From an optimization exercise on the open Yosys and OpenROAD flow, aimed at small area; shortcuts taken in it are not production practice. Function was checked by simulation only, so behaviour that the tests miss may differ from the original.

## v6
==> module branch_predictor, before the edit <==
module branch_predictor (
	input logic CLK,
	input logic nrst,
	input logic en,
	input logic [10:0] if_pc,
	input logic [23:0] id_in,
	input logic [20:0] exe_in,
	output logic [11:0] if_out,
	output logic [1:0] exe_correction,
	output logic [10:0] exe_pbt,
	output logic [10:0] exe_cni,
	output logic flush,
	output logic id_jump_in_bht
);
	logic [15:0][3:0][5:0] tag_q;
	logic [15:0][3:0][10:0] tgt_q;
	logic [15:0][3:0][1:0] ctr_q;
	logic [15:0][1:0] ptr_q;
	logic [15:0] full_q;
	logic flush_pend;
	logic [15:0] if_sel, id_sel, exe_sel;
	logic [15:0][26:0] look_rows;
	logic [15:0][27+4*12-1:0] if_rows;
	logic [15:0][27+4*13-1:0] exe_rows;
	assign if_sel = 16'd1 << if_pc[3:0];
	assign id_sel = 16'd1 << id_in[16:13];
	assign exe_sel = 16'd1 << exe_in[13:10];
	always_comb begin
		for (int s = 0; s < 16; s++) begin
			look_rows[s] = {full_q[s], ptr_q[s], tag_q[s]};
			if (s >= 12)
				look_rows[s][26:24] = ~look_rows[s][26:24];
			if_rows[s][26:0] = look_rows[s];
			exe_rows[s][26:0] = look_rows[s];
			for (int w = 0; w < 4; w++) begin
				if_rows[s][27 + w*12 +: 12] = {ctr_q[s][w][1], tgt_q[s][w]};
				exe_rows[s][27 + w*13 +: 13] = {ctr_q[s][w], tgt_q[s][w]};
			end
		end
	end
	logic [27+4*12-1:0] if_rd;
	logic [26:0] id_rd;
	logic [27+4*13-1:0] exe_rd;
	bht_table #(.W(27+4*12)) u_if_rd (.sel(if_sel), .seln(~if_sel[15:12]), .rows(if_rows), .rd(if_rd));
	bht_table #(.W(27)) u_id_rd (.sel(id_sel), .seln(~id_sel[15:12]), .rows(look_rows), .rd(id_rd));
	bht_table #(.W(27+4*13)) u_exe_rd (.sel(exe_sel), .seln(~exe_sel[15:12]), .rows(exe_rows), .rd(exe_rd));
	logic if_hit;
	logic [3:0] if_wsel;
	logic [11:0] if_data;
	bp_resolve_stage #(.D(12)) u_if_look (
		.rd(if_rd), .tag(if_pc[9:4]), .hit(if_hit), .wsel(if_wsel), .data(if_data)
	);
	assign if_out = if_data;
	logic id_hit;
	logic [3:0] id_wsel;
	logic id_data;
	logic is_jump, is_btype;
	logic alloc;
	logic [1:0] alloc_way;
	bp_resolve_stage #(.D(0)) u_id_look (
		.rd(id_rd), .tag(id_in[22:17]), .hit(id_hit), .wsel(id_wsel), .data(id_data)
	);
	assign is_jump = id_in[1];
	assign is_btype = id_in[0];
	assign alloc = (is_jump || is_btype) && !id_hit;
	assign id_jump_in_bht = is_jump && id_hit;
	assign alloc_way = id_rd[25:24];
	logic exe_hit;
	logic [3:0] exe_wsel;
	logic [12:0] exe_data;
	logic [1:0] exe_ctr;
	logic z, less;
	logic [5:0] btype;
	logic [1:0] c_btype;
	logic taken, is_branch, mispredict;
	logic [1:0] next_ctr;
	bp_resolve_stage #(.D(13)) u_exe_look (
		.rd(exe_rd), .tag(exe_in[19:14]), .hit(exe_hit), .wsel(exe_wsel), .data(exe_data)
	);
	assign exe_ctr = exe_data[12:11];
	assign z = exe_in[9];
	assign less = exe_in[8];
	assign btype = exe_in[7:2];
	assign c_btype = exe_in[1:0];
	assign taken =
		((btype[5] || c_btype[1]) && z) ||
		((btype[4] || c_btype[0]) && !z) ||
		((btype[3] || btype[1]) && less) ||
		((btype[2] || btype[0]) && !less);
	assign is_branch = (|btype) || (|c_btype);
	assign mispredict = is_branch && (exe_ctr[1] != taken);
	always_comb begin
		next_ctr = exe_ctr;
		if (taken && exe_ctr != 2'd3)
			next_ctr = exe_ctr + 2'd1;
		else if (!taken && exe_ctr != 2'd0)
			next_ctr = exe_ctr - 2'd1;
	end
	assign exe_correction = mispredict ? {1'b1, taken} : 2'b00;
	assign exe_pbt = exe_data[10:0];
	assign exe_cni = exe_in[20:10] + 11'd1;
	logic alloc_wr, upd_wr;
	logic [3:0] alloc_wsel;
	logic [1:0] wr_ctr;
	assign alloc_wr = en && alloc;
	assign upd_wr = en && is_branch && exe_hit && !alloc;
	assign alloc_wsel = 4'd1 << alloc_way;
	assign wr_ctr = alloc ? (is_jump ? 2'd3 : 2'd1) : next_ctr;
	logic [15:0] a_rown, u_rown;
	logic [3:0] a_coln, u_coln;
	logic [15:0][3:0] tag_we, tgt_we, ctr_we;
	assign a_rown = ~({16{alloc_wr}} & id_sel);
	assign u_rown = ~({16{upd_wr}} & exe_sel);
	assign a_coln = ~alloc_wsel;
	assign u_coln = ~exe_wsel;
	genvar gs, gw;
	for (gs = 0; gs < 16; gs++) begin : g_we_set
		for (gw = 0; gw < 4; gw++) begin : g_we_way
			bht_nor2 u_tag_we (.a(a_rown[gs]), .b(a_coln[gw]), .y(tag_we[gs][gw]));
			bht_nor2 u_tgt_we (.a(a_rown[gs]), .b(a_coln[gw]), .y(tgt_we[gs][gw]));
			bht_oai22 u_ctr_we (
				.a0(a_rown[gs]), .b0(a_coln[gw]),
				.a1(u_rown[gs]), .b1(u_coln[gw]),
				.y(ctr_we[gs][gw])
			);
		end
	end
	always_ff @(posedge CLK) begin
		for (int s = 0; s < 16; s++) begin
			for (int w = 0; w < 4; w++) begin
				if (tag_we[s][w])
					tag_q[s][w] <= (s >= 12) ? ~id_in[22:17] : id_in[22:17];
				if (tgt_we[s][w])
					tgt_q[s][w] <= (s >= 12) ? ~id_in[12:2] : id_in[12:2];
				if (ctr_we[s][w])
					ctr_q[s][w] <= (s >= 12) ? ~wr_ctr : wr_ctr;
			end
		end
	end
	logic [1:0] ptr_d;
	logic full_d;
	assign ptr_d = nrst ? alloc_way + 2'd1 : 2'd0;
	assign full_d = nrst && (id_rd[26] || alloc_way == 2'd3);
	always_ff @(posedge CLK) begin
		for (int s = 0; s < 16; s++) begin
			if (!nrst || (alloc_wr && id_sel[s])) begin
				ptr_q[s] <= ptr_d;
				full_q[s] <= full_d;
			end
		end
	end
	always_ff @(posedge CLK) begin
		if (!nrst)
			flush_pend <= 1'b0;
		else if (en)
			flush_pend <= flush_pend ? 1'b0 : (mispredict || (is_jump && !id_hit));
	end
	assign flush = flush_pend || mispredict;
endmodule
clock: 14.0 ns
lec_check: 0
cap_margin: 20
core_margin: 2
core_utilization: 55
slew_margin: 20
synth_hierarchical: 1
standard.sh (not shown) runs the stock make flow with config.mk's settings and CLKGATE_MAP_FILE= SYNTH_SCRIPT=/design/flow/synth_recipe.tcl, a recipe that flattens the netlist after the stock synthesis.
==> flow/flow/run.sh <==
#!/bin/bash
# The standard layout with two changes:
# - clock tree: small sink buffers (clkbuf_4) driving clusters of up to 8 registers,
#   in place of clkbuf_16 clusters, for a smaller clock tree at the same slew limit
# - port buffers: buf_1 in place of the default delay buffer
set -euo pipefail
export CTS_ARGS="-sink_clustering_enable -repair_clock_nets -buf_list sky130_fd_sc_hd__clkbuf_4 -root_buf sky130_fd_sc_hd__clkbuf_16 -sink_buffer_max_cap_derate 1.0 -sink_clustering_size 8 -sink_clustering_max_diameter 60"
export BUFFER_PORTS_ARGS="-buffer_cell sky130_fd_sc_hd__buf_1"
bash standard.sh > standard.log 2>&1
For v7, these inputs were changed with respect to v6:
diff --git a/flow/design.v b/flow/design.v
--- a/flow/design.v
+++ b/flow/design.v
@@ -316,34 +316,33 @@
 	assign upd_wr = en && is_branch && exe_hit && !alloc;
 	assign alloc_wsel = 4'd1 << alloc_way;
 	assign wr_ctr = alloc ? (is_jump ? 2'd3 : 2'd1) : next_ctr;
 	logic [15:0] a_rown, u_rown;
 	logic [3:0] a_coln, u_coln;
-	logic [15:0][3:0] tag_we, tgt_we, ctr_we;
+	logic [15:0][3:0] ent_we, ctr_we;
 	assign a_rown = ~({16{alloc_wr}} & id_sel);
 	assign u_rown = ~({16{upd_wr}} & exe_sel);
 	assign a_coln = ~alloc_wsel;
 	assign u_coln = ~exe_wsel;
 	genvar gs, gw;
 	for (gs = 0; gs < 16; gs++) begin : g_we_set
 		for (gw = 0; gw < 4; gw++) begin : g_we_way
-			bht_nor2 u_tag_we (.a(a_rown[gs]), .b(a_coln[gw]), .y(tag_we[gs][gw]));
-			bht_nor2 u_tgt_we (.a(a_rown[gs]), .b(a_coln[gw]), .y(tgt_we[gs][gw]));
+			bht_nor2 u_ent_we (.a(a_rown[gs]), .b(a_coln[gw]), .y(ent_we[gs][gw]));
 			bht_oai22 u_ctr_we (
 				.a0(a_rown[gs]), .b0(a_coln[gw]),
 				.a1(u_rown[gs]), .b1(u_coln[gw]),
 				.y(ctr_we[gs][gw])
 			);
 		end
 	end
 	always_ff @(posedge CLK) begin
 		for (int s = 0; s < 16; s++) begin
 			for (int w = 0; w < 4; w++) begin
-				if (tag_we[s][w])
+				if (ent_we[s][w]) begin
 					tag_q[s][w] <= (s >= 12) ? ~id_in[22:17] : id_in[22:17];
-				if (tgt_we[s][w])
 					tgt_q[s][w] <= (s >= 12) ? ~id_in[12:2] : id_in[12:2];
+				end
 				if (ctr_we[s][w])
 					ctr_q[s][w] <= (s >= 12) ? ~wr_ctr : wr_ctr;
 			end
 		end
 	end
Results
- v7: maximum resistive drop on vdd 17% below v6
- Delta (v7 minus v6): area after synthesis decreased by 0.45% relative to the old numbers; initial antenna violation count rose by 9; non-clock buffer instance count of the final layout shrank by 15; detailed-route via count went up.

## static timing again, ports no longer ideal
In the flow no input, the clock included, has a driving cell. The finished layouts below were timed again as built, in two steps. Step 1, drivers: a clkbuf_16 drives CLK and a buf_2 each remaining input, both assumed. Step 2, shift: input delay + t, output delay - t, t = (earliest + latest rising clock arrival at the registers) / 2. This alone moves slack from input paths to output paths. Slacks: ideal ports / drivers / drivers and shift; pairs: ideal ports / drivers.
run	shift t [ns]	setup slack, ns	worst hold slack (ns)
v6	0.881	2.177 / 2.153 / 2.153	0.572 / 0.572 / 0.572
v7	0.858	2.580 / 2.558 / 2.558	0.582 / 0.582 / 0.582
After both steps every run listed still meets setup and hold. For v6, which loses most, drivers alone change the setup slack by -0.024 ns; drivers and shift together by -0.024 ns.
